What follows belongs to an exercise in optimizing a design on an open flow for small area and a short achievable clock period; a production flow would make more cautious choices.
In this exercise RTL edits were held to simulation tests only and were not proved equivalent to the original.
No activity file was given, so power comes from the tool's default toggle rates.

### config.mk
export PLATFORM = sky130hd
export DESIGN_NAME = id_stage
export DESIGN_NICKNAME = id_stage
export VERILOG_FILES = /design/flow/design.v
export SDC_FILE = /design/flow/constraint.sdc
export NUM_CORES = 4
export LEC_CHECK = 0
export ABC_CLOCK_PERIOD_IN_PS = 10000
export CAP_MARGIN = 20
export CORE_MARGIN = 2
export CORE_UTILIZATION = 40
export SETUP_SLACK_MARGIN = 3
export SLEW_MARGIN = 20
### constraint.sdc
create_clock -name core_clock -period 12.0 [get_ports {clk}]
set_input_delay 2.4000 -clock core_clock [delete_from_list [all_inputs] [get_ports {clk}]]
set_output_delay 2.4000 -clock core_clock [all_outputs]
set_load 0.01 [all_outputs]
### design.v
package la_id_pkg;
    localparam int XLEN   = 32;
    localparam int REG_AW = 5;
    typedef logic [REG_AW-1:0] reg_addr_t;
    typedef logic [XLEN-1:0]   word_t;
    localparam reg_addr_t LINK_REG = 5'd1;    
    typedef enum logic [2:0] {
        ALUSEL_NOP = 3'd0, ALUSEL_LOGIC, ALUSEL_ARITH, ALUSEL_SHIFT, ALUSEL_BRANCH
    } alusel_t;
    typedef enum logic [5:0] {
        ALUOP_NOP = 6'd0,
        ALUOP_ORI, ALUOP_ANDI, ALUOP_XORI, ALUOP_ADDI_W, ALUOP_SLTI, ALUOP_SLTUI,
        ALUOP_SLLI_W, ALUOP_SRLI_W, ALUOP_SRAI_W, ALUOP_LU12I_W,
        ALUOP_AND, ALUOP_OR, ALUOP_NOR, ALUOP_XOR, ALUOP_ADD_W, ALUOP_SUB_W,
        ALUOP_SLT, ALUOP_SLTU, ALUOP_SLL_W, ALUOP_SRL_W, ALUOP_SRA_W,
        ALUOP_B, ALUOP_BL, ALUOP_JIRL, ALUOP_BEQ, ALUOP_BNE, ALUOP_BLT, ALUOP_BGE,
        ALUOP_BLTU, ALUOP_BGEU
    } aluop_t;
    typedef struct packed {
        logic [16:0] opcode;
        reg_addr_t   rk;        
        reg_addr_t   rj;
        reg_addr_t   rd;
    } inst_r3_t;
    typedef struct packed {
        logic [9:0]  opcode;
        logic [11:0] imm12;
        reg_addr_t   rj;
        reg_addr_t   rd;
    } inst_ri12_t;
    typedef struct packed {
        logic [5:0]  opcode;
        logic [15:0] offs16;
        reg_addr_t   rj;        
        reg_addr_t   rd;
    } inst_ri16_t;
    typedef struct packed {
        logic [6:0]  opcode;
        logic [19:0] si20;
        reg_addr_t   rd;
    } inst_ri20_t;
    typedef union packed {
        inst_r3_t   r3;
        inst_ri12_t ri12;
        inst_ri16_t ri16;
        inst_ri20_t ri20;
    } inst_t;
    localparam logic [16:0] OPC_ADD_W  = 17'h00020;
    localparam logic [16:0] OPC_SUB_W  = 17'h00022;
    localparam logic [16:0] OPC_SLT    = 17'h00024;
    localparam logic [16:0] OPC_SLTU   = 17'h00025;
    localparam logic [16:0] OPC_NOR    = 17'h00028;
    localparam logic [16:0] OPC_AND    = 17'h00029;
    localparam logic [16:0] OPC_OR     = 17'h0002a;
    localparam logic [16:0] OPC_XOR    = 17'h0002b;
    localparam logic [16:0] OPC_SLL_W  = 17'h0002e;
    localparam logic [16:0] OPC_SRL_W  = 17'h0002f;
    localparam logic [16:0] OPC_SRA_W  = 17'h00030;
    localparam logic [16:0] OPC_SLLI_W = 17'h00081;
    localparam logic [16:0] OPC_SRLI_W = 17'h00089;
    localparam logic [16:0] OPC_SRAI_W = 17'h00091;
    localparam logic [9:0] OPC_SLTI   = 10'h008;
    localparam logic [9:0] OPC_SLTUI  = 10'h009;
    localparam logic [9:0] OPC_ADDI_W = 10'h00a;
    localparam logic [9:0] OPC_ANDI   = 10'h00d;
    localparam logic [9:0] OPC_ORI    = 10'h00e;
    localparam logic [9:0] OPC_XORI   = 10'h00f;
    localparam logic [6:0] OPC_LU12I_W = 7'h0a;
    localparam logic [5:0] OPC_JIRL = 6'h13;
    localparam logic [5:0] OPC_B    = 6'h14;
    localparam logic [5:0] OPC_BL   = 6'h15;
    localparam logic [5:0] OPC_BEQ  = 6'h16;
    localparam logic [5:0] OPC_BNE  = 6'h17;
    localparam logic [5:0] OPC_BLT  = 6'h18;
    localparam logic [5:0] OPC_BGE  = 6'h19;
    localparam logic [5:0] OPC_BLTU = 6'h1a;
    localparam logic [5:0] OPC_BGEU = 6'h1b;
endpackage
module regfile (
    input  logic                 clk,
    input  logic                 reset_i,
    input  logic                 we_i,
    input  la_id_pkg::reg_addr_t waddr_i,
    input  la_id_pkg::word_t     wdata_i,
    output logic [31:1][31:0]    regs_o,
    output logic [31:1]          valid_o
);
    for (genvar i = 1; i < 32; i++) begin : g_reg
        logic wr;
        assign wr = we_i && (waddr_i == i);
        always_ff @(posedge clk) begin
            if (wr) regs_o[i] <= wdata_i;
        end
        always_ff @(posedge clk) begin
            if (reset_i)  valid_o[i] <= 1'b0;
            else if (wr)  valid_o[i] <= 1'b1;
        end
    end
endmodule
module inst_decoder (
    input  la_id_pkg::inst_t     inst_i,
    output logic                 zero_a_o,    
    output logic                 use_imm_o,   
    output la_id_pkg::word_t     imm_o,
    output la_id_pkg::reg_addr_t waddr_o,
    output logic                 we_o,
    output logic [4:0]           aluop_o,     
    output logic                 is_b_o,      
    output logic                 is_bl_o,
    output logic                 is_jirl_o,
    output logic                 is_cbr_o     
);
    logic [5:0]  op6;
    logic [6:0]  op7;
    logic [9:0]  op10;
    logic [16:0] op17;
    logic        ri12l, ri12a, shi, lu12i, r3;
    logic [4:0]  op_r3, op_ri12, op_br;
    assign op6  = inst_i[31:26];
    assign op7  = inst_i[31:25];
    assign op10 = inst_i[31:22];
    assign op17 = inst_i[31:15];
    always_comb begin
        op_br = '0;
        case (op6)
            la_id_pkg::OPC_JIRL: op_br = la_id_pkg::ALUOP_JIRL;
            la_id_pkg::OPC_B:    op_br = la_id_pkg::ALUOP_B;
            la_id_pkg::OPC_BL:   op_br = la_id_pkg::ALUOP_BL;
            la_id_pkg::OPC_BEQ:  op_br = la_id_pkg::ALUOP_BEQ;
            la_id_pkg::OPC_BNE:  op_br = la_id_pkg::ALUOP_BNE;
            la_id_pkg::OPC_BLT:  op_br = la_id_pkg::ALUOP_BLT;
            la_id_pkg::OPC_BGE:  op_br = la_id_pkg::ALUOP_BGE;
            la_id_pkg::OPC_BLTU: op_br = la_id_pkg::ALUOP_BLTU;
            la_id_pkg::OPC_BGEU: op_br = la_id_pkg::ALUOP_BGEU;
            default: ;
        endcase
        op_ri12 = '0;
        case (op10)
            la_id_pkg::OPC_ORI:    op_ri12 = la_id_pkg::ALUOP_ORI;
            la_id_pkg::OPC_ANDI:   op_ri12 = la_id_pkg::ALUOP_ANDI;
            la_id_pkg::OPC_XORI:   op_ri12 = la_id_pkg::ALUOP_XORI;
            la_id_pkg::OPC_ADDI_W: op_ri12 = la_id_pkg::ALUOP_ADDI_W;
            la_id_pkg::OPC_SLTI:   op_ri12 = la_id_pkg::ALUOP_SLTI;
            la_id_pkg::OPC_SLTUI:  op_ri12 = la_id_pkg::ALUOP_SLTUI;
            default: ;
        endcase
        op_r3 = '0;
        case (op17)
            la_id_pkg::OPC_AND:    op_r3 = la_id_pkg::ALUOP_AND;
            la_id_pkg::OPC_OR:     op_r3 = la_id_pkg::ALUOP_OR;
            la_id_pkg::OPC_NOR:    op_r3 = la_id_pkg::ALUOP_NOR;
            la_id_pkg::OPC_XOR:    op_r3 = la_id_pkg::ALUOP_XOR;
            la_id_pkg::OPC_ADD_W:  op_r3 = la_id_pkg::ALUOP_ADD_W;
            la_id_pkg::OPC_SUB_W:  op_r3 = la_id_pkg::ALUOP_SUB_W;
            la_id_pkg::OPC_SLT:    op_r3 = la_id_pkg::ALUOP_SLT;
            la_id_pkg::OPC_SLTU:   op_r3 = la_id_pkg::ALUOP_SLTU;
            la_id_pkg::OPC_SLL_W:  op_r3 = la_id_pkg::ALUOP_SLL_W;
            la_id_pkg::OPC_SRL_W:  op_r3 = la_id_pkg::ALUOP_SRL_W;
            la_id_pkg::OPC_SRA_W:  op_r3 = la_id_pkg::ALUOP_SRA_W;
            la_id_pkg::OPC_SLLI_W: op_r3 = la_id_pkg::ALUOP_SLLI_W;
            la_id_pkg::OPC_SRLI_W: op_r3 = la_id_pkg::ALUOP_SRLI_W;
            la_id_pkg::OPC_SRAI_W: op_r3 = la_id_pkg::ALUOP_SRAI_W;
            default: ;
        endcase
    end
    assign lu12i = (op7 == la_id_pkg::OPC_LU12I_W);
    assign ri12l = (op10 == la_id_pkg::OPC_ORI) || (op10 == la_id_pkg::OPC_ANDI)
                || (op10 == la_id_pkg::OPC_XORI);
    assign ri12a = (op10 == la_id_pkg::OPC_ADDI_W) || (op10 == la_id_pkg::OPC_SLTI)
                || (op10 == la_id_pkg::OPC_SLTUI);
    assign shi   = (op17 == la_id_pkg::OPC_SLLI_W) || (op17 == la_id_pkg::OPC_SRLI_W)
                || (op17 == la_id_pkg::OPC_SRAI_W);
    assign r3    = (op_r3 != '0) && !shi;
    assign is_jirl_o = (op6 == la_id_pkg::OPC_JIRL);
    assign is_bl_o   = (op6 == la_id_pkg::OPC_BL);
    assign is_b_o    = (op6 == la_id_pkg::OPC_B) || is_bl_o;
    assign is_cbr_o  = (op6 >= la_id_pkg::OPC_BEQ) && (op6 <= la_id_pkg::OPC_BGEU);
    assign aluop_o   = op_br | op_ri12 | op_r3 | (lu12i ? 5'(la_id_pkg::ALUOP_LU12I_W) : 5'd0);
    assign zero_a_o  = lu12i || is_b_o;
    assign use_imm_o = ri12l || ri12a || shi || lu12i || is_b_o;
    assign we_o      = ri12l || ri12a || shi || lu12i || r3 || is_bl_o || is_jirl_o;
    assign waddr_o   = is_bl_o ? la_id_pkg::LINK_REG : inst_i[4:0];
    assign imm_o = ({32{ri12l}}  & {20'b0, inst_i[21:10]})
                 | ({32{ri12a}}  & {{20{inst_i[21]}}, inst_i[21:10]})
                 | ({32{shi}}    & {27'b0, inst_i[14:10]})
                 | ({32{lu12i}}  & {inst_i[24:5], 12'b0})
                 | ({32{is_b_o}} & {{4{inst_i[9]}}, inst_i[9:0], inst_i[25:10], 2'b00});
endmodule
module operand_bypass (
    input  logic                 zero_a_i,    
    input  la_id_pkg::reg_addr_t raddr1_i,
    input  la_id_pkg::reg_addr_t raddr2_i,
    input  logic [31:1][31:0]    regs_i,
    input  logic [31:1]          valid_i,
    input  logic                 use_imm_i,
    input  la_id_pkg::word_t     imm_i,
    input  logic                 ex_we_i,
    input  la_id_pkg::reg_addr_t ex_waddr_i,
    input  la_id_pkg::word_t     ex_wdata_i,
    input  logic                 mem_we_i,
    input  la_id_pkg::reg_addr_t mem_waddr_i,
    input  la_id_pkg::word_t     mem_wdata_i,
    output la_id_pkg::word_t     a_raw_o,     
    output la_id_pkg::word_t     b_raw_o,     
    output la_id_pkg::word_t     opa_o,
    output la_id_pkg::word_t     opb_o
);
    logic [31:1]      sel1, sel2;
    la_id_pkg::word_t rf1, rf2;
    logic             fex1, fmem1, fex2, fmem2;
    always_comb begin
        rf1 = '0;
        rf2 = '0;
        for (int i = 1; i < 32; i++) begin
            sel1[i] = (raddr1_i == i) && valid_i[i];
            sel2[i] = (raddr2_i == i) && valid_i[i];
            rf1 = rf1 | ({32{sel1[i]}} & regs_i[i]);
            rf2 = rf2 | ({32{sel2[i]}} & regs_i[i]);
        end
    end
    assign fex1  = (raddr1_i != '0) && ex_we_i && (ex_waddr_i == raddr1_i);
    assign fmem1 = (raddr1_i != '0) && mem_we_i && (mem_waddr_i == raddr1_i);
    assign fex2  = (raddr2_i != '0) && ex_we_i && (ex_waddr_i == raddr2_i);
    assign fmem2 = (raddr2_i != '0) && mem_we_i && (mem_waddr_i == raddr2_i);
    assign a_raw_o = fex1 ? ex_wdata_i : fmem1 ? mem_wdata_i : rf1;
    assign b_raw_o = fex2 ? ex_wdata_i : fmem2 ? mem_wdata_i : rf2;
    assign opa_o = zero_a_i  ? '0    : a_raw_o;
    assign opb_o = use_imm_i ? imm_i : b_raw_o;
endmodule
module branch_unit (
    input  logic                valid_i,
    input  la_id_pkg::word_t    pc_i,
    input  la_id_pkg::inst_t    inst_i,
    input  logic [4:0]          aluop_i,
    input  logic                is_b_i,
    input  logic                is_bl_i,
    input  logic                is_jirl_i,
    input  la_id_pkg::word_t    opa_i,
    input  la_id_pkg::word_t    opb_i,
    output logic                taken_o,
    output la_id_pkg::word_t    target_o,
    output la_id_pkg::word_t    link_addr_o
);
    logic  eq, ltu, lts, cond;
    la_id_pkg::word_t base, off;
    assign eq  = (opa_i == opb_i);
    assign ltu = (opa_i < opb_i);
    assign lts = ltu ^ opa_i[31] ^ opb_i[31];
    always_comb begin
        case (aluop_i)
            5'(la_id_pkg::ALUOP_BEQ):  cond = eq;
            5'(la_id_pkg::ALUOP_BNE):  cond = !eq;
            5'(la_id_pkg::ALUOP_BLT):  cond = lts;
            5'(la_id_pkg::ALUOP_BGE):  cond = !lts;
            5'(la_id_pkg::ALUOP_BLTU): cond = ltu;
            5'(la_id_pkg::ALUOP_BGEU): cond = !ltu;
            default:                   cond = is_b_i || is_jirl_i;
        endcase
    end
    assign off = is_b_i ? {{4{inst_i[9]}}, inst_i[9:0], inst_i[25:10], 2'b00}
                        : {{14{inst_i[25]}}, inst_i[25:10], 2'b00};
    assign base = is_jirl_i ? opa_i : pc_i;
    function automatic la_id_pkg::word_t ks_add(input la_id_pkg::word_t a, input la_id_pkg::word_t b);
        la_id_pkg::word_t p, g, p0;
        p  = a ^ b;
        g  = a & b;
        p0 = p;
        for (int k = 1; k < 32; k = k * 2) begin
            for (int j = 31; j >= k; j--) begin
                g[j] = g[j] | (p[j] & g[j-k]);
                p[j] = p[j] & p[j-k];
            end
        end
        ks_add = p0 ^ {g[30:0], 1'b0};
    endfunction
    assign taken_o     = valid_i & cond;
    assign target_o    = ks_add(base, off);
    assign link_addr_o = (is_bl_i || is_jirl_i) ? pc_i + 32'd4 : '0;    
endmodule
module id_ex_reg (
    input  logic                 clk,
    input  logic                 reset_i,
    input  logic                 valid_i,
    input  logic [4:0]           aluop_i,
    input  la_id_pkg::word_t     opa_i,
    input  la_id_pkg::word_t     opb_i,
    input  la_id_pkg::reg_addr_t waddr_i,
    input  la_id_pkg::word_t     link_addr_i,
    output logic                 valid_o,
    output la_id_pkg::alusel_t   alusel_o,
    output la_id_pkg::aluop_t    aluop_o,
    output la_id_pkg::word_t     opa_o,
    output la_id_pkg::word_t     opb_o,
    output la_id_pkg::reg_addr_t waddr_o,
    output logic                 we_o,
    output la_id_pkg::word_t     link_addr_o,
    output logic                 illegal_o
);
    logic [4:0] aluop_q;
    always_ff @(posedge clk) begin
        if (reset_i || !valid_i) begin           
            valid_o <= 1'b0;
            aluop_q <= '0;
        end else begin
            valid_o <= 1'b1;
            aluop_q <= aluop_i;
        end
    end
    always_ff @(posedge clk) begin
        opa_o       <= opa_i;
        opb_o       <= opb_i;
        waddr_o     <= waddr_i;
        link_addr_o <= link_addr_i;
    end
    assign aluop_o   = la_id_pkg::aluop_t'({1'b0, aluop_q});
    assign illegal_o = valid_o && (aluop_q == '0);
    always_comb begin
        alusel_o = la_id_pkg::ALUSEL_NOP;
        we_o     = 1'b0;
        if (aluop_q >= 5'(la_id_pkg::ALUOP_B)) begin
            alusel_o = la_id_pkg::ALUSEL_BRANCH;
            we_o     = (aluop_q == 5'(la_id_pkg::ALUOP_BL)) || (aluop_q == 5'(la_id_pkg::ALUOP_JIRL));
        end else if (aluop_q != '0) begin
            we_o = 1'b1;
            case (aluop_q)
                5'(la_id_pkg::ALUOP_ADDI_W), 5'(la_id_pkg::ALUOP_SLTI), 5'(la_id_pkg::ALUOP_SLTUI),
                5'(la_id_pkg::ALUOP_ADD_W), 5'(la_id_pkg::ALUOP_SUB_W), 5'(la_id_pkg::ALUOP_SLT),
                5'(la_id_pkg::ALUOP_SLTU):
                    alusel_o = la_id_pkg::ALUSEL_ARITH;
                5'(la_id_pkg::ALUOP_SLLI_W), 5'(la_id_pkg::ALUOP_SRLI_W), 5'(la_id_pkg::ALUOP_SRAI_W),
                5'(la_id_pkg::ALUOP_SLL_W), 5'(la_id_pkg::ALUOP_SRL_W), 5'(la_id_pkg::ALUOP_SRA_W):
                    alusel_o = la_id_pkg::ALUSEL_SHIFT;
                default:
                    alusel_o = la_id_pkg::ALUSEL_LOGIC;
            endcase
        end
    end
endmodule
module id_stage (
    input  logic                 clk,
    input  logic                 reset_i,
    input  logic                 valid_i,
    input  la_id_pkg::word_t     pc_i,
    input  la_id_pkg::inst_t     inst_i,
    input  logic                 ex_we_i,
    input  la_id_pkg::reg_addr_t ex_waddr_i,
    input  la_id_pkg::word_t     ex_wdata_i,
    input  logic                 mem_we_i,
    input  la_id_pkg::reg_addr_t mem_waddr_i,
    input  la_id_pkg::word_t     mem_wdata_i,
    input  logic                 wb_we_i,
    input  la_id_pkg::reg_addr_t wb_waddr_i,
    input  la_id_pkg::word_t     wb_wdata_i,
    output logic                 ex_valid_o,
    output la_id_pkg::alusel_t   ex_alusel_o,
    output la_id_pkg::aluop_t    ex_aluop_o,
    output la_id_pkg::word_t     ex_opa_o,
    output la_id_pkg::word_t     ex_opb_o,
    output la_id_pkg::reg_addr_t ex_waddr_o,
    output logic                 ex_we_o,
    output la_id_pkg::word_t     ex_link_addr_o,
    output logic                 ex_illegal_o,
    output logic                 branch_taken_o,
    output la_id_pkg::word_t     branch_target_o
);
    logic [31:1][31:0]    regs;
    logic [31:1]          rvalid;
    la_id_pkg::reg_addr_t raddr2, waddr;
    logic                 zero_a, use_imm, we, is_b, is_bl, is_jirl, is_cbr;
    logic [4:0]           aluop;
    la_id_pkg::word_t     imm, a_raw, b_raw, opa, opb, link_addr;
    regfile u_regfile (
        .clk(clk), .reset_i(reset_i),
        .we_i(wb_we_i), .waddr_i(wb_waddr_i), .wdata_i(wb_wdata_i),
        .regs_o(regs), .valid_o(rvalid)
    );
    inst_decoder u_decoder (
        .inst_i(inst_i),
        .zero_a_o(zero_a), .use_imm_o(use_imm), .imm_o(imm),
        .waddr_o(waddr), .we_o(we), .aluop_o(aluop),
        .is_b_o(is_b), .is_bl_o(is_bl), .is_jirl_o(is_jirl), .is_cbr_o(is_cbr)
    );
    assign raddr2 = inst_i[30] ? inst_i[4:0] : inst_i[14:10];
    operand_bypass u_bypass (
        .zero_a_i(zero_a), .raddr1_i(inst_i[9:5]), .raddr2_i(raddr2),
        .regs_i(regs), .valid_i(rvalid), .use_imm_i(use_imm), .imm_i(imm),
        .ex_we_i(ex_we_i), .ex_waddr_i(ex_waddr_i), .ex_wdata_i(ex_wdata_i),
        .mem_we_i(mem_we_i), .mem_waddr_i(mem_waddr_i), .mem_wdata_i(mem_wdata_i),
        .a_raw_o(a_raw), .b_raw_o(b_raw), .opa_o(opa), .opb_o(opb)
    );
    branch_unit u_branch (
        .valid_i(valid_i), .pc_i(pc_i), .inst_i(inst_i), .aluop_i(aluop),
        .is_b_i(is_b), .is_bl_i(is_bl), .is_jirl_i(is_jirl),
        .opa_i(a_raw), .opb_i(b_raw),
        .taken_o(branch_taken_o), .target_o(branch_target_o), .link_addr_o(link_addr)
    );
    id_ex_reg u_id_ex (
        .clk(clk), .reset_i(reset_i), .valid_i(valid_i),
        .aluop_i(aluop), .opa_i(opa), .opb_i(opb),
        .waddr_i(waddr), .link_addr_i(link_addr),
        .valid_o(ex_valid_o), .alusel_o(ex_alusel_o), .aluop_o(ex_aluop_o),
        .opa_o(ex_opa_o), .opb_o(ex_opb_o), .waddr_o(ex_waddr_o), .we_o(ex_we_o),
        .link_addr_o(ex_link_addr_o), .illegal_o(ex_illegal_o)
    );
endmodule
### run.sh
#!/bin/bash
# synth_recipe.tcl (not shown) runs the flow's synth.tcl, then flattens the netlist and writes it again
# the make line also repeats each setting of config.mk as NAME=value (left out here)
make -C /OpenROAD-flow-scripts/flow DESIGN_CONFIG=/design/flow/config.mk WORK_HOME=/design/flow/orfs CLKGATE_MAP_FILE= SYNTH_SCRIPT=/design/flow/synth_recipe.tcl finish
==> flow_metrics.tcl, run 1 <==
set metrics [dict create \
    dp_slack_ns 0.394 \
    portBuffers 325 \
    cp-end-kind "primary output" \
    grt_use_met2_pct 59.9 \
    synth_flop_cell "edfxtp_1" \
    die_w_um 360 \
    synth_cell_types 81 \
    cp.required_ns 9.60 \
    fin_crit_ns 9.71 \
    antenna_found_initial 32 \
    grt_max_degree 49 \
    cts_tree "yes" \
    ys_seq_area_share_pct 64.2 \
    final_hold_viol_count 0 \
    syn_inst 3815 \
    syn_area_mm2 0.0508 \
    status "no timing/DRC/antenna violations" \
    synth_top_area_cell "edfxtp_1" \
    yosys_warnings 5 \
    clock_path_buffers 3 \
    post_synth.cell_area_avg_um2 13.3 \
    clkTransAtPathRegs_ns 0.06 \
    maxSlewHeadroom_pct 17.5 \
    hp-class "register to register" \
    reg2reg_from "u_regfile.valid_o[9]$_SDFFE_PP0P_" \
    tns_ns 0 \
    fin_nets 4780 \
    die_h_um 360 \
    powerDensity_mw_per_mm2 130 \
    area_growth_pct 32.3 \
    clock-sinks 1132 \
    first_pass_iters 14 \
    dp_hpwl_um 165000 \
    synth.most_common_cell "edfxtp_1" \
    layout_setup_ws_ns 2.29 \
    path_class "input pin to primary output" \
    numCtsBuffers 116 \
    synthTopCellsByArea "edfxtp_1, dfxtp_1, a221oi_1, a22oi_1, a22o_1" \
    drc_errors 0 \
    grt_pass1_wl_um 385000 \
    grt.met3_usage_pct 23.2 \
    drt_first_iter_violations 12400 \
    avgRoutedWirePerCell_um 46.3 \
    synthesis.nets 4064 \
    synth_edf_count 992 \
    arrival_ns 7.31 \
    leakage_nw 23.0 \
    nFillCells 10300 \
    vias_per_cell 7.67 \
    multiInputGateArea_mm2 0.0192 \
    critPathMaxFanout 8 \
    grt_pass1_vias 44900 \
    setup_viol 0 \
    synthTopCellsByCount "edfxtp_1, a22oi_1, a221oi_1, a22o_1, nor2_1" \
    use_met1_pct 49.9 \
    rows 130 \
    ant_nets 0 \
    clock-root-buffer "clkbuf_16" \
    skew_ns 0.0439 \
    dieArea_mm2 0.130 \
    ir_worst_vdd_mv 0.123 \
    synth_top_area_share_pct 58.7 \
    max_freq_ghz 0.103 \
    ys_ff_latch 1132 \
    gr-total-overflow 0 \
    insertion_delay_ns 0.79 \
    routed_wl_um 292000 \
    gr-usage-all-layers_pct 43.4 \
    maxSlewViolCount 0 \
    fp.coreArea_mm2 0.126 \
    regArea_mm2 0.0326 \
    busiest_layer "met2" \
    drive_gt1_share_pct 25.0 \
    fin_crit_sh_pct 80.9 \
    min-delay-start "u_regfile.valid_o[30]$_SDFFE_PP0P_" \
    tightest_slew_ns 1.24 \
    initial_core_util_pct 40.4 \
    hold_buffers 0 \
    cap_violations 0 \
    via_count 48400 \
    synthArstFlopShare_pct 0 \
    start_kind "input pin" \
    htree_levels 3 \
    rsz0062_at_grt "true" \
    routabilityCongestion 1.05 \
    crit_path_start "inst_i[4]" \
    io_pins 327 \
]
==> stage by stage <==
step           power, W  cell area [µm²]  hold WS, ns  utilization (%)  cells
6_report        0.00876            67200        0.531             53.4   6304
5_1_grt         0.00893            67100        0.543             53.4   6288
4_1_cts         0.00869            66300        0.517             52.7   6240
3_5_place_dp    0.00503            57700        0.497             45.9   5735
3_3_place_gp    0.00503            57700        0.488             45.9   5735
2_1_floorplan   0.00467            50800        0.446                -   3815
==> power breakdown <==
group	internal [W]	total [W]	switching [W]	leakage [nW]
Sequential	0.00434	0.00437	0.0000358	10.1
Clock	0.00203	0.00368	0.00166	1.83
Combinational	0.000292	0.000706	0.000414	11.1
Total	0.00666	0.00876	0.00211	23.0
==> logic make-up (layout without fill, tap and decap cells) <==
kind of cell / Yosys count / after routing / synth area share (%)
xor+xnor: 67 / 67 / 1.16
other cells: 1 / 25 / 0.00738
mux: 69 / 69 / 1.45
flops: 1132 / 1132 / 64.2
compound gates: 1301 / 1301 / 20.1
fa+ha+maj: 68 / 68 / 1.69
buf+inv: 321 / 1135 / 2.52
simple gates: 856 / 857 / 8.89
==> worst max-delay path, stage by stage <==
cell       delay, ns
buf_8           0.10
buf_6           0.12
or4bb_4         0.59
a221oi_4        0.41
buf_12          0.22
buf_4           0.18
a22oi_1         0.11
nand4_1         0.14
nor3_1          0.07
a21oi_1         0.25
buf_4           0.24
mux2i_2         0.10
ha_1            0.35
nand2_1         0.08
nor2_1          0.05
a211oi_2        0.28
o211ai_1        0.19
a2bb2oi_2       0.17
nand3_2         0.17
xnor2_2         0.19
xnor2_2         0.14
mux2i_1         0.13
o311a_1         0.42
buf_2           0.18
==> final timing paths <==
check,slack [ns],to,cells after the start
worst max-delay path,2.29,branch_taken_o,24
worst min-delay path,0.53,u_regfile.valid_o[30]$_SDFFE_PP0P_,2
worst max register to register,8.57,u_id_ex.opb_o[18]$_DFF_P_,11
worst min register to register,0.53,u_regfile.valid_o[30]$_SDFFE_PP0P_,2
==> routing by layer <==
layer / share of wire, % / up-vias
met4: 11 / 24
li1: - / 17400
met5: 0.097 / -
met2: 39 / 5794
met1: 32 / 23200
met3: 18 / 1938
==> placed cells by master (no fill, tap or decap), types with 59 or more instances in the layout <==
cell	instances
nand2_1	105
a21oi_1	68
o21ai_0	59
edfxtp_1	992
buf_4	389
a221oi_1	251
dfxtp_1	140
a22o_1	275
buf_12	102
nand4_1	134
clkdlybuf4s50_1	278
nand3_1	91
clkbuf_16	118
a22oi_1	333
a222oi_1	63
nor2_1	178
==> sequential cells by signal, summed over array words and instances (netlist names), named ones only <==
register             cells
u_regfile.regs_o       992
u_id_ex.link_addr_o     32
u_id_ex.opa_o           32
u_id_ex.opb_o           32
u_regfile.valid_o       31
u_id_ex.aluop_q          5
u_id_ex.waddr_o          5
u_id_ex.valid_o          1
==> timing repair <==
action,in CTS,in global routing
endpoints found under the setup margin,30,25
buffers inserted,272,37
gates resized for setup,567,124
gates cloned,16,1
pin swaps,184,85
endpoints found under the hold margin,0,0
==> cell type report <==
class / count / share of cell area, %
clock buffer: 131 / 4.44
sequential: 1132 / 48.5
multi-input combinational: 2363 / 28.6
timing repair buffer: 889 / 13.9
tap: 1650 / 3.07
clock inverter: 86 / 1.19
inverter: 29 / 0.162
antenna: 24 / 0.0894
==> run 2, diff against run 1 <==
--- a/design.v
+++ b/design.v
@@ -205,25 +205,30 @@
     output la_id_pkg::word_t     opa_o,
     output la_id_pkg::word_t     opb_o
 );
-    logic [31:1]      sel1, sel2;
-    la_id_pkg::word_t rf1, rf2;
-    logic             fex1, fmem1, fex2, fmem2;
+    logic [31:1] ex_hit, mem_hit, sel1, sel2;
+    logic        fex1, fmem1, fex2, fmem2;
     always_comb begin
-        rf1 = '0;
-        rf2 = '0;
         for (int i = 1; i < 32; i++) begin
-            sel1[i] = (raddr1_i == i) && valid_i[i];
-            sel2[i] = (raddr2_i == i) && valid_i[i];
-            rf1 = rf1 | ({32{sel1[i]}} & regs_i[i]);
-            rf2 = rf2 | ({32{sel2[i]}} & regs_i[i]);
+            ex_hit[i]  = ex_we_i  && (ex_waddr_i  == i);
+            mem_hit[i] = mem_we_i && (mem_waddr_i == i);
+            sel1[i] = (raddr1_i == i) && valid_i[i] && !ex_hit[i] && !mem_hit[i];
+            sel2[i] = (raddr2_i == i) && valid_i[i] && !ex_hit[i] && !mem_hit[i];
         end
     end
     assign fex1  = (raddr1_i != '0) && ex_we_i && (ex_waddr_i == raddr1_i);
-    assign fmem1 = (raddr1_i != '0) && mem_we_i && (mem_waddr_i == raddr1_i);
+    assign fmem1 = (raddr1_i != '0) && !(ex_we_i && (ex_waddr_i == raddr1_i))
+                && mem_we_i && (mem_waddr_i == raddr1_i);
     assign fex2  = (raddr2_i != '0) && ex_we_i && (ex_waddr_i == raddr2_i);
-    assign fmem2 = (raddr2_i != '0) && mem_we_i && (mem_waddr_i == raddr2_i);
-    assign a_raw_o = fex1 ? ex_wdata_i : fmem1 ? mem_wdata_i : rf1;
-    assign b_raw_o = fex2 ? ex_wdata_i : fmem2 ? mem_wdata_i : rf2;
+    assign fmem2 = (raddr2_i != '0) && !(ex_we_i && (ex_waddr_i == raddr2_i))
+                && mem_we_i && (mem_waddr_i == raddr2_i);
+    always_comb begin
+        a_raw_o = ({32{fex1}} & ex_wdata_i) | ({32{fmem1}} & mem_wdata_i);
+        b_raw_o = ({32{fex2}} & ex_wdata_i) | ({32{fmem2}} & mem_wdata_i);
+        for (int i = 1; i < 32; i++) begin
+            a_raw_o = a_raw_o | ({32{sel1[i]}} & regs_i[i]);
+            b_raw_o = b_raw_o | ({32{sel2[i]}} & regs_i[i]);
+        end
+    end
     assign opa_o = zero_a_i  ? '0    : a_raw_o;
     assign opb_o = use_imm_i ? imm_i : b_raw_o;
 endmodule
==> flow/run.sh (new file) <==
#!/bin/bash
# Own layout flow: the standard flow (standard.sh), unchanged synthesis,
# with two changes to how the layout is made:
#  - the port buffers are buf_2 cells instead of the default pick
#  - clock tree synthesis adds no dummy loads
# Each step's full output goes to a log file in this folder; ORFS's own
# per-step logs stay under orfs/logs/.
set -euo pipefail
export BUFFER_PORTS_ARGS="-buffer_cell sky130_fd_sc_hd__buf_2"
export CTS_ARGS="-sink_clustering_enable -repair_clock_nets -dont_use_dummy_load"
bash standard.sh synth > synth.log 2>&1
bash standard.sh finish > layout.log 2>&1
test -s out/final.def
==> standard.sh (new file) <==
#!/bin/bash
# synth_recipe.tcl (not shown) runs the flow's synth.tcl, then flattens the netlist and writes it again
# the make line also repeats each setting of config.mk as NAME=value (left out here)
make -C /OpenROAD-flow-scripts/flow DESIGN_CONFIG=/design/flow/config.mk WORK_HOME=/design/flow/orfs CLKGATE_MAP_FILE= SYNTH_SCRIPT=/design/flow/synth_recipe.tcl "${@:-finish}"
--- a/config.mk
+++ b/config.mk
@@ -11,3 +11,4 @@
 export CORE_UTILIZATION = 40
 export SETUP_SLACK_MARGIN = 3
 export SLEW_MARGIN = 20
+export TNS_END_PERCENT = 0
removed: run.sh
==> flow_metrics.tcl, run 2 <==
set metrics [dict create \
    final_hold_viol_count 0 \
    fp.coreArea_mm2 0.125 \
    post_synth.cell_area_avg_um2 13.2 \
    synthTopCellsByArea "edfxtp_1, a22oi_1, dfxtp_1, a221oi_1, a22o_1" \
    start_kind "input pin" \
    synth_top_area_share_pct 59.0 \
    clock_path_buffers 3 \
    synth_flop_cell "edfxtp_1" \
    slowest_delay_ns 0.63 \
    dp_hpwl_um 149000 \
    cp-end-kind "primary output" \
    grt_max_degree 40 \
    yosys_warnings 5 \
    htree_levels 3 \
    drt_first_iter_violations 12600 \
    ir_worst_vdd_mv 0.120 \
    drc_errors 0 \
    cts_tree "yes" \
    setup_viol 0 \
    antenna_found_initial 26 \
    synthArstFlopShare_pct 0 \
    ys_seq_area_share_pct 64.6 \
    synth_top_area_cell "edfxtp_1" \
    synth_edf_count 992 \
    dieArea_mm2 0.129 \
    cp_cell_sequence "buf_2, or3b_2, nor3_2, buf_12, buf_6, a221oi_1, nand4_1, nor3_4, buf_6, o21ai_0, ha_1, a2111oi_4, inv_1, o2111a_1, a211o_1, a31o_4, a41o_1, a221o_1, a211o_1, a21oi_2, xnor2_2, buf_2" \
    portBuffers 325 \
    critPathMaxFanout 22 \
    skew_ns 0.0919 \
    numCtsBuffers 116 \
    first_pass_iters 13 \
    grt_pass1_vias 42700 \
    top_register "u_regfile.regs_o" \
    grt_pass1_wl_um 355000 \
    powerDensity_mw_per_mm2 133 \
    tns_ns 0 \
    leakage_nw 20.3 \
    hp-class "register to register" \
    synth.most_common_cell "edfxtp_1" \
    dp.cells 5708 \
    cp.required_ns 9.60 \
    io_pins 327 \
    die_w_um 359 \
    status "no timing/DRC/antenna violations" \
    nFillCells 10900 \
    area_growth_pct 19.9 \
    rsz0062_at_grt "true" \
    maxSlewViolCount 0 \
    tightest_slew_ns 1.18 \
    insertion_delay_ns 0.78 \
    slowest_stage "or3b_2" \
    ant_nets 0 \
    clock-root-buffer "clkbuf_16" \
    synth_cell_types 82 \
    ys_ff_latch 1132 \
    initial_core_util_pct 40.2 \
    fin_crit_ns 10.22 \
    synthesis.nets 4083 \
    stdcell_count 5936 \
    fin_util_pct 48.3 \
    synthTopCellsByCount "edfxtp_1, a22oi_1, nor2_1, clkbuf_1, a221oi_1" \
    layout_commonest_cell "edfxtp_1" \
    largest_reg_flops 992 \
    syn_area_mm2 0.0505 \
    cap_violations 0 \
    max_freq_ghz 0.0979 \
    fin_nets 4517 \
    routabilityCongestion 0.981 \
    clock-sinks 1132 \
    gr-usage-all-layers_pct 39.8 \
    gr-total-overflow 0 \
    avgRoutedWirePerCell_um 45.0 \
    arrival_ns 7.82 \
    syn_inst 3834 \
    drive_gt1_share_pct 22.8 \
    vias_per_cell 7.80 \
    via_count 46300 \
    fin_crit_sh_pct 85.1 \
    hold_buffers 0 \
    die_h_um 359 \
    clkTransAtPathRegs_ns 0.06 \
    maxSlewHeadroom_pct 21.5 \
    rows 130 \
    path_class "input pin to primary output" \
    routed_wl_um 267000 \
    final_cell_mix "edfxtp_1, a22oi_1, buf_2" \
]
[run 2: changes by cell type in the layout (fill, tap and decap cells not counted), moves of 34 or more]
cell,change
buf_2,+294
buf_12,-63
a22o_1,-104
nor3_2,+34
clkdlybuf4s50_1,-278
a22oi_1,+228
buf_4,-190
a221oi_1,-84
and3_4,-49
[run 2: stage by stage]
| stage | setup slack (ns) | hold slack (ns) | cell area [µm²] | power (W) |
|---|---|---|---|---|
| 2_1_floorplan | 2.49 | 0.434 | 50700 | 0.00467 |
| 3_3_place_gp | 0.913 | 0.454 | 55300 | 0.00494 |
| 3_5_place_dp | 0.972 | 0.463 | 55300 | 0.00494 |
| 4_1_cts | 1.87 | 0.483 | 59800 | 0.00800 |
| 5_1_grt | 1.73 | 0.507 | 60500 | 0.00821 |
| 6_report | 1.78 | 0.489 | 60500 | 0.00805 |
[run 2: critical path: cells and delay by family]
family,cells,cell delay (ns)
AO/OA/AOI/OAI,10,2.45
buffers and inverters,6,1.26
AND/OR/NAND/NOR,4,1.24
adder cells (fa/ha/maj),1,0.31
XOR/XNOR,1,0.12
[run 2: layout make-up]
cell class | instances | area [µm²] | share of cell area, %
Antenna cell | 20 | 50.0 | 0.0827
Inverter | 48 | 180 | 0.298
Sequential cell | 1132 | 32600 | 53.8
Tap cell | 1650 | 2060 | 3.41
Multi-Input combinational cell | 2374 | 18300 | 30.3
Clock buffer | 116 | 2900 | 4.80
Timing Repair Buffer | 596 | 4390 | 7.26
[run 2: metal layers]
metal  track usage, %  part of all wire, %
met4             25.1                  8.9
met1             47.2                   32
met5                0                0.091
met2             55.7                   39
met3             21.9                   19
[run 2: path summary, 6_finish.rpt]
path / to / from / depth (start not counted) / slack (ns)
worst min-delay path: u_regfile.valid_o[17]$_SDFFE_PP0P_ / u_regfile.valid_o[17]$_SDFFE_PP0P_ / 2 / 0.49
worst max register to register: u_id_ex.opb_o[7]$_DFF_P_ / u_regfile.valid_o[28]$_SDFFE_PP0P_ / 10 / 8.60
worst min register to register: u_regfile.valid_o[17]$_SDFFE_PP0P_ / u_regfile.valid_o[17]$_SDFFE_PP0P_ / 2 / 0.49
worst max-delay path: branch_target_o[31] / inst_i[9] / 22 / 1.78
[run 2: what timing repair did]
item                       in CTS  in global routing
setup buffers                  56                 34
pin swaps                      45                 38
resized for setup             193                 76
cloned                          2                  0
setup endpoints to repair      29                 24
[run 2: kinds of logic (layout without fill, tap and decap cells)]
logic type | count (synthesis) | count (layout) | synth area share, %
compound gates | 1258 | 1258 | 19.6
flops | 1132 | 1132 | 64.6
simple gates | 954 | 954 | 9.81
buf+inv | 328 | 760 | 2.56
xor+xnor | 75 | 75 | 1.30
fa+ha+maj | 68 | 68 | 1.70
mux | 18 | 18 | 0.387
other cells | 1 | 21 | 0.00743
[run 2: power breakdown]
group          total [W]  internal, W  switching [W]
logic           0.000566     0.000180       0.000386
registers        0.00437      0.00434      0.0000308
clock network    0.00312      0.00168        0.00144
==> run 3, diff against run 2 <==
--- a/config.mk
+++ b/config.mk
@@ -9,6 +9,6 @@
 export CAP_MARGIN = 20
 export CORE_MARGIN = 2
 export CORE_UTILIZATION = 40
-export SETUP_SLACK_MARGIN = 3
+export SETUP_SLACK_MARGIN = 4
 export SLEW_MARGIN = 20
 export TNS_END_PERCENT = 0
==> flow_metrics.tcl, run 3 <==
set metrics [dict create \
    status "no timing/DRC/antenna violations" \
    powerDensity_mw_per_mm2 133 \
    die_h_um 359 \
    synth_cell_types 82 \
    io_pins 327 \
    post_synth.cell_area_avg_um2 13.2 \
    setup_viol 0 \
    start_kind "input pin" \
    p_sw_w 0.00186 \
    drive_gt1_share_pct 22.8 \
    power.total_w 0.00805 \
    synthArstFlopShare_pct 0 \
    synth_top_area_cell "edfxtp_1" \
    final_hold_viol_count 0 \
    leakage_nw 20.3 \
    r2r_end "u_id_ex.opb_o[7]$_DFF_P_" \
    multiInputGateArea_mm2 0.0183 \
    top_register "u_regfile.regs_o" \
    ys_ff_latch 1132 \
    insertion_delay_ns 0.78 \
    routed_wl_um 267000 \
    min-delay-start "u_regfile.valid_o[17]$_SDFFE_PP0P_" \
    largest_reg_flops 992 \
    clock-root-buffer "clkbuf_16" \
    regArea_mm2 0.0326 \
    busiest_layer "met2" \
    layout_commonest_cell "edfxtp_1" \
    use_met1_pct 47.2 \
    routabilityCongestion 0.981 \
    grt_max_degree 40 \
    syn_area_mm2 0.0505 \
    hold_buffers 0 \
    grt_use_met2_pct 55.7 \
    vias_per_cell 7.80 \
    rsz0062_at_grt "true" \
    synth_flop_cell "edfxtp_1" \
    fin_crit_sh_pct 85.1 \
    rows 130 \
    path_class "input pin to primary output" \
    numCtsBuffers 116 \
    synth_edf_count 992 \
    fin_nets 4517 \
    antenna_found_initial 26 \
    cp.required_ns 9.60 \
    htree_levels 3 \
    synth_top_area_share_pct 59.0 \
    max_freq_ghz 0.0979 \
    fin_crit_ns 10.22 \
    final_cell_mix "edfxtp_1, a22oi_1, buf_2" \
    avgRoutedWirePerCell_um 45.0 \
    p_sw_share_pct 23.1 \
    synthTopCellsByArea "edfxtp_1, a22oi_1, dfxtp_1, a221oi_1, a22o_1" \
    maxSlewViolCount 0 \
    fp.coreArea_mm2 0.125 \
    r2r_slack_ns 8.60 \
    cts_tree "yes" \
    yosys_warnings 5 \
    cp_cell_sequence "buf_2, or3b_2, nor3_2, buf_12, buf_6, a221oi_1, nand4_1, nor3_4, buf_6, o21ai_0, ha_1, a2111oi_4, inv_1, o2111a_1, a211o_1, a31o_4, a41o_1, a221o_1, a211o_1, a21oi_2, xnor2_2, buf_2" \
    gr-total-overflow 0 \
    clock-sinks 1132 \
    slowest_stage "or3b_2" \
    min_delay_path_depth 2 \
    grt.met3_usage_pct 21.9 \
    cp-end-kind "primary output" \
    drt_first_iter_violations 12600 \
    initial_core_util_pct 40.2 \
    area_growth_pct 19.9 \
    via_count 46300 \
    hp-class "register to register" \
    synthTopCellsByCount "edfxtp_1, a22oi_1, nor2_1, clkbuf_1, a221oi_1" \
    reg2reg_from "u_regfile.valid_o[28]$_SDFFE_PP0P_" \
    nFillCells 10900 \
    arrival_ns 7.82 \
    gr-usage-all-layers_pct 39.8 \
    critPathMaxFanout 22 \
    tns_ns 0 \
    ant_nets 0 \
    dp_hpwl_um 149000 \
    portBuffers 325 \
    synth.most_common_cell "edfxtp_1" \
    drc_errors 0 \
    hold_end "u_regfile.valid_o[17]$_SDFFE_PP0P_" \
    ys_seq_area_share_pct 64.6 \
    slowest_delay_ns 0.63 \
    clkTransAtPathRegs_ns 0.06 \
    tightest_slew_ns 1.18 \
    die_w_um 359 \
    skew_ns 0.0919 \
    clock_path_buffers 3 \
    synthesis.nets 4083 \
    cap_violations 0 \
    r2r_cells 10 \
    ir_worst_vdd_mv 0.120 \
    syn_inst 3834 \
    comb_power_share_pct 7.0 \
    grt_pass1_vias 42700 \
    first_pass_iters 13 \
    maxSlewHeadroom_pct 21.5 \
    grt_pass1_wl_um 355000 \
    internal_power_w 0.00619 \
    seqPwrFrac_pct 54.2 \
    dieArea_mm2 0.129 \
    clockPowerShare_pct 38.7 \
]
run 3: cell counts after synthesis:
Identical to the previous run, type by type.
run 3: how the worst max path moves through the flow:
stage	startpoint	endpoint	slack (ns)	depth (start not counted)
2_1_floorplan	mem_waddr_i[3]	branch_target_o[31]	2.49	22
3_3_place_gp	inst_i[8]	branch_target_o[30]	0.91	22
3_5_place_dp	inst_i[8]	branch_target_o[30]	0.97	22
4_1_cts	mem_waddr_i[4]	branch_target_o[31]	1.87	23
5_1_grt	inst_i[8]	branch_target_o[31]	1.73	24
6_report	inst_i[9]	branch_target_o[31]	1.78	22
run 3: stage by stage:
step                util (%)  instances  setup WS, ns  hold slack, ns  instance area, µm²
global placement        44.1       5708         0.913           0.454               55300
floorplan                  -       3834          2.49           0.434               50700
detailed placement      44.1       5708         0.972           0.463               55300
finish                  48.3       5936          1.78           0.489               60500
CTS                     47.6       5882          1.87           0.483               59800
global route            48.2       5922          1.73           0.507               60500
run 3: per-layer routing:
| layer | share of wire (%) | vias to the layer above |
|---|---|---|
| li1 | - | 16800 |
| met1 | 32 | 22000 |
| met2 | 39 | 5744 |
| met3 | 19 | 1696 |
| met4 | 8.9 | 28 |
| met5 | 0.091 | - |
run 3: logic make-up (layout without fill, tap and decap cells):
| family | count (synthesis) | after routing | share of synthesized area, % |
|---|---|---|---|
| adders and majority gates | 68 | 68 | 1.70 |
| DFF | 1132 | 1132 | 64.6 |
| xor gates and xnor gates | 75 | 75 | 1.30 |
| AOI/OAI and AO/OA | 1258 | 1258 | 19.6 |
| and+or+nand+nor | 954 | 954 | 9.81 |
| other | 1 | 21 | 0.00743 |
| muxes | 18 | 18 | 0.387 |
| buffers and inverters | 328 | 760 | 2.56 |
run 3: power groups by stage:
stage | clock (W) | sequential, W | combinational (W)
CTS | 0.00311 | 0.00436 | 0.000530
floorplan | 0 | 0.00444 | 0.000230
global placement | 0 | 0.00445 | 0.000496
detailed placement | 0 | 0.00445 | 0.000500
finish | 0.00312 | 0.00437 | 0.000566
global route | 0.00325 | 0.00437 | 0.000593
run 3: area by class of cell:
cell class	count	share of cell area (%)
multi-input combinational	2374	30.3
antenna	20	0.0827
timing repair buffer	596	7.26
clock buffer	116	4.80
sequential	1132	53.8
inverter	48	0.298
tap	1650	3.41
run 3: critical path: cells and delay by family:
kind,cells,cell delay (ns)
adders and majority gates,1,0.31
AOI/OAI and AO/OA,10,2.45
buffers and inverters,6,1.26
and+or+nand+nor,4,1.24
xor gates and xnor gates,1,0.12
run 3: timing repair:
item / 4_1_cts / 5_1_grt
pin swaps: 45 / 38
gates cloned: 2 / 0
endpoints found under the setup margin: 33 / 32
buffers inserted: 56 / 34
gates resized for setup: 193 / 76
==> run 4, diff against run 3 <==
==> flow/run.sh (replaced) <==
#!/bin/bash
# Own layout flow: the standard flow (standard.sh), unchanged synthesis,
# with three changes to how the layout is made:
#  - the port buffers are buf_1 cells instead of the default pick
#  - clock tree synthesis builds from clkbuf_4/clkbuf_8 and adds no dummy loads
# Each step's full output goes to a log file in this folder; ORFS's own
# per-step logs stay under orfs/logs/.
set -euo pipefail
export BUFFER_PORTS_ARGS="-buffer_cell sky130_fd_sc_hd__buf_1"
export CTS_ARGS="-sink_clustering_enable -repair_clock_nets -dont_use_dummy_load -buf_list {sky130_fd_sc_hd__clkbuf_4 sky130_fd_sc_hd__clkbuf_8}"
bash standard.sh synth > synth.log 2>&1
bash standard.sh finish > layout.log 2>&1
test -s out/final.def
--- a/config.mk
+++ b/config.mk
@@ -9,6 +9,6 @@
 export CAP_MARGIN = 20
 export CORE_MARGIN = 2
 export CORE_UTILIZATION = 40
-export SETUP_SLACK_MARGIN = 4
+export SETUP_SLACK_MARGIN = 3
 export SLEW_MARGIN = 20
 export TNS_END_PERCENT = 0
==> flow_metrics.tcl, run 4 <==
set metrics [dict create \
    antenna_found_initial 26 \
    fin_nets 4600 \
    clock-sinks 1132 \
    arrival_ns 7.90 \
    cap_violations 0 \
    synthArstFlopShare_pct 0 \
    cts_tree "yes" \
    tightest_slew_ns 1.21 \
    min-delay-start "u_regfile.valid_o[7]$_SDFFE_PP0P_" \
    top_register "u_regfile.regs_o" \
    area_growth_pct 18.6 \
    cp.required_ns 9.60 \
    max_freq_ghz 0.0970 \
    io_pins 327 \
    fin_crit_ns 10.30 \
    syn_inst 3834 \
    avgRoutedWirePerCell_um 45.4 \
    grt_pass1_vias 43000 \
    path_class "input pin to primary output" \
    fp.coreArea_mm2 0.125 \
    routabilityCongestion 0.985 \
    yosys_warnings 5 \
    r2r_end "u_id_ex.opb_o[1]$_DFF_P_" \
    synth_flop_cell "edfxtp_1" \
    numCtsBuffers 187 \
    hold_end "u_regfile.valid_o[7]$_SDFFE_PP0P_" \
    start_kind "input pin" \
    insertion_delay_ns 0.93 \
    clkTransAtPathRegs_ns 0.05 \
    portBuffers 325 \
    syn_area_mm2 0.0505 \
    setup_viol 0 \
    powerDensity_mw_per_mm2 129 \
    synth.most_common_cell "edfxtp_1" \
    drive_gt1_share_pct 18.0 \
    status "no timing/DRC/antenna violations" \
    tns_ns 0 \
    r2r_slack_ns 8.82 \
    gr-total-overflow 0 \
    post_synth.cell_area_avg_um2 13.2 \
    vias_per_cell 7.71 \
    maxSlewViolCount 0 \
    leakage_nw 19.4 \
    reg2reg_from "u_regfile.valid_o[4]$_SDFFE_PP0P_" \
    fin_crit_sh_pct 85.9 \
    cp-end-kind "primary output" \
    dieArea_mm2 0.129 \
    largest_reg_flops 992 \
    die_h_um 359 \
    fin_util_pct 47.7 \
    hp-class "register to register" \
    synthTopCellsByArea "edfxtp_1, a22oi_1, dfxtp_1, a221oi_1, a22o_1" \
    maxSlewHeadroom_pct 19.5 \
    synth_cell_types 82 \
    r2r_cells 10 \
    htree_levels 4 \
    synth_edf_count 992 \
    first_pass_iters 13 \
    final_cell_mix "edfxtp_1, a22oi_1, buf_1" \
    critPathMaxFanout 12 \
    via_count 46400 \
    synth_top_area_share_pct 59.0 \
    layout_commonest_cell "edfxtp_1" \
    ant_nets 0 \
    power.total_w 0.00775 \
    final_hold_viol_count 0 \
    drt_first_iter_violations 11300 \
    synthTopCellsByCount "edfxtp_1, a22oi_1, nor2_1, clkbuf_1, a221oi_1" \
    die_w_um 359 \
    gr-usage-all-layers_pct 40.9 \
    ys_seq_area_share_pct 64.6 \
    rows 130 \
    synthesis.nets 4083 \
    skew_ns 0.0966 \
    dp_hpwl_um 155000 \
    ys_ff_latch 1132 \
    grt_pass1_wl_um 362000 \
    grt_max_degree 40 \
    holdWs_ns 0.474 \
    routed_wl_um 274000 \
    rsz0062_at_grt "true" \
    clock_path_buffers 3 \
    clock-root-buffer "clkbuf_8" \
    min_delay_path_depth 2 \
    ir_worst_vdd_mv 0.128 \
    initial_core_util_pct 40.2 \
    drc_errors 0 \
    synth_top_area_cell "edfxtp_1" \
]
## run 4: worst max-delay path by stage
stage	startpoint	endpoint	slack, ns	cells past startpoint
global route	mem_waddr_i[3]	branch_target_o[31]	1.73	23
CTS	mem_waddr_i[0]	branch_target_o[31]	1.80	23
global placement	inst_i[8]	branch_target_o[30]	0.66	22
detailed placement	inst_i[8]	branch_target_o[30]	0.64	22
floorplan	mem_waddr_i[3]	branch_target_o[31]	2.49	22
finish	inst_i[5]	branch_target_o[31]	1.70	24
## run 4: what timing repair did
item	4_1_cts	5_1_grt
pin swaps	41	39
cloned	1	1
gates resized for setup	222	61
setup endpoints to repair	30	25
hold buffers	0	0
setup buffers	59	19
## run 4: cell families (layout without fill, tap and decap cells)
logic type | after synthesis | in the layout | share of synthesized area (%)
compound gates | 1258 | 1258 | 19.6
simple gates | 954 | 954 | 9.81
mux | 18 | 18 | 0.387
other cells | 1 | 23 | 0.00743
fa+ha+maj | 68 | 68 | 1.70
flops | 1132 | 1132 | 64.6
xor+xnor | 75 | 75 | 1.30
buf+inv | 328 | 843 | 2.56
## run 4: metal layers
metal / up-vias / wire, µm / share of wire (%) / global-route usage [%]
li1: 16900 / - / - / -
met1: 22400 / 91300 / 33 / 49.6
met2: 5510 / 110000 / 40 / 57.4
met3: 1579 / 49500 / 18 / 20.0
met4: 20 / 22800 / 8.3 / 26.2
met5: - / 432 / 0.16 / 1.78
## run 4: layout make-up
| type | instances | area, µm² |
|---|---|---|
| well taps | 1650 | 2060 |
| fillers | 11100 | 65600 |
| repair buffers | 608 | 4080 |
| diodes | 22 | 55.1 |
| clock buffers | 187 | 2570 |
| inverters | 48 | 180 |
| multi-input cells | 2374 | 18300 |
| flip-flops and latches | 1132 | 32600 |
## run 4: critical path, stage by stage
cell,delay (ns)
buf_2,0.19
or3_4,0.43
buf_4,0.19
nor4_4,0.76
buf_4,0.29
buf_4,0.32
a22oi_1,0.13
nand4_1,0.19
nor4_4,0.06
nand2_4,0.17
nor2_2,0.04
nor2_1,0.12
ha_2,0.31
o21ai_2,0.07
nor2_2,0.08
o2111a_1,0.25
a211o_1,0.27
a31o_4,0.24
a41o_1,0.21
a221o_1,0.40
a211o_1,0.29
a21oi_2,0.16
xnor2_2,0.13
buf_2,0.15
## run 4: power by group
part           internal (W)  total [W]  switching [W]
Combinational      0.000169   0.000559       0.000390
Clock               0.00136    0.00282        0.00145
Sequential          0.00434    0.00437      0.0000316
## run 4: stage by stage
step                area (µm²)  cells  setup WS, ns
floorplan                50700   3834          2.49
global placement         55200   5731         0.664
detailed placement       55200   5732         0.636
CTS                      59300   5979          1.80
global route             59800   6007          1.73
finish                   59800   6021          1.70

[separate check: timing with driven ports]
How much do the figures lean on ideal ports? The routed layouts below were timed once more, with nothing changed but the port constraints. Step 1 sets driving cells, clkbuf_16 on the clock port and buf_2 on the other inputs (assumed; they add their load-dependent delay and slew). Step 2, shift: input delay + t, output delay - t, t = (earliest + latest rising clock arrival at the registers) / 2. This alone moves slack from input paths to output paths. Slacks: ideal / step 1 / step 2; pairs: ideal / step 1.
run	shift t [ns]	setup WS [ns]	worst register clock-pin slew, ns
run 1	0.851	2.290 / 2.189 / 2.189	0.07 / 0.07
run 2	0.804	1.785 / 1.759 / 1.759	0.07 / 0.07
run 3	0.804	1.785 / 1.759 / 1.759	0.07 / 0.07
run 4	0.960	1.695 / 1.674 / 1.674	0.07 / 0.07
After both steps every run listed still meets setup and hold. The setup slack of run 1, which loses most, moves by -0.101 ns with the drivers and by -0.101 ns with both steps.
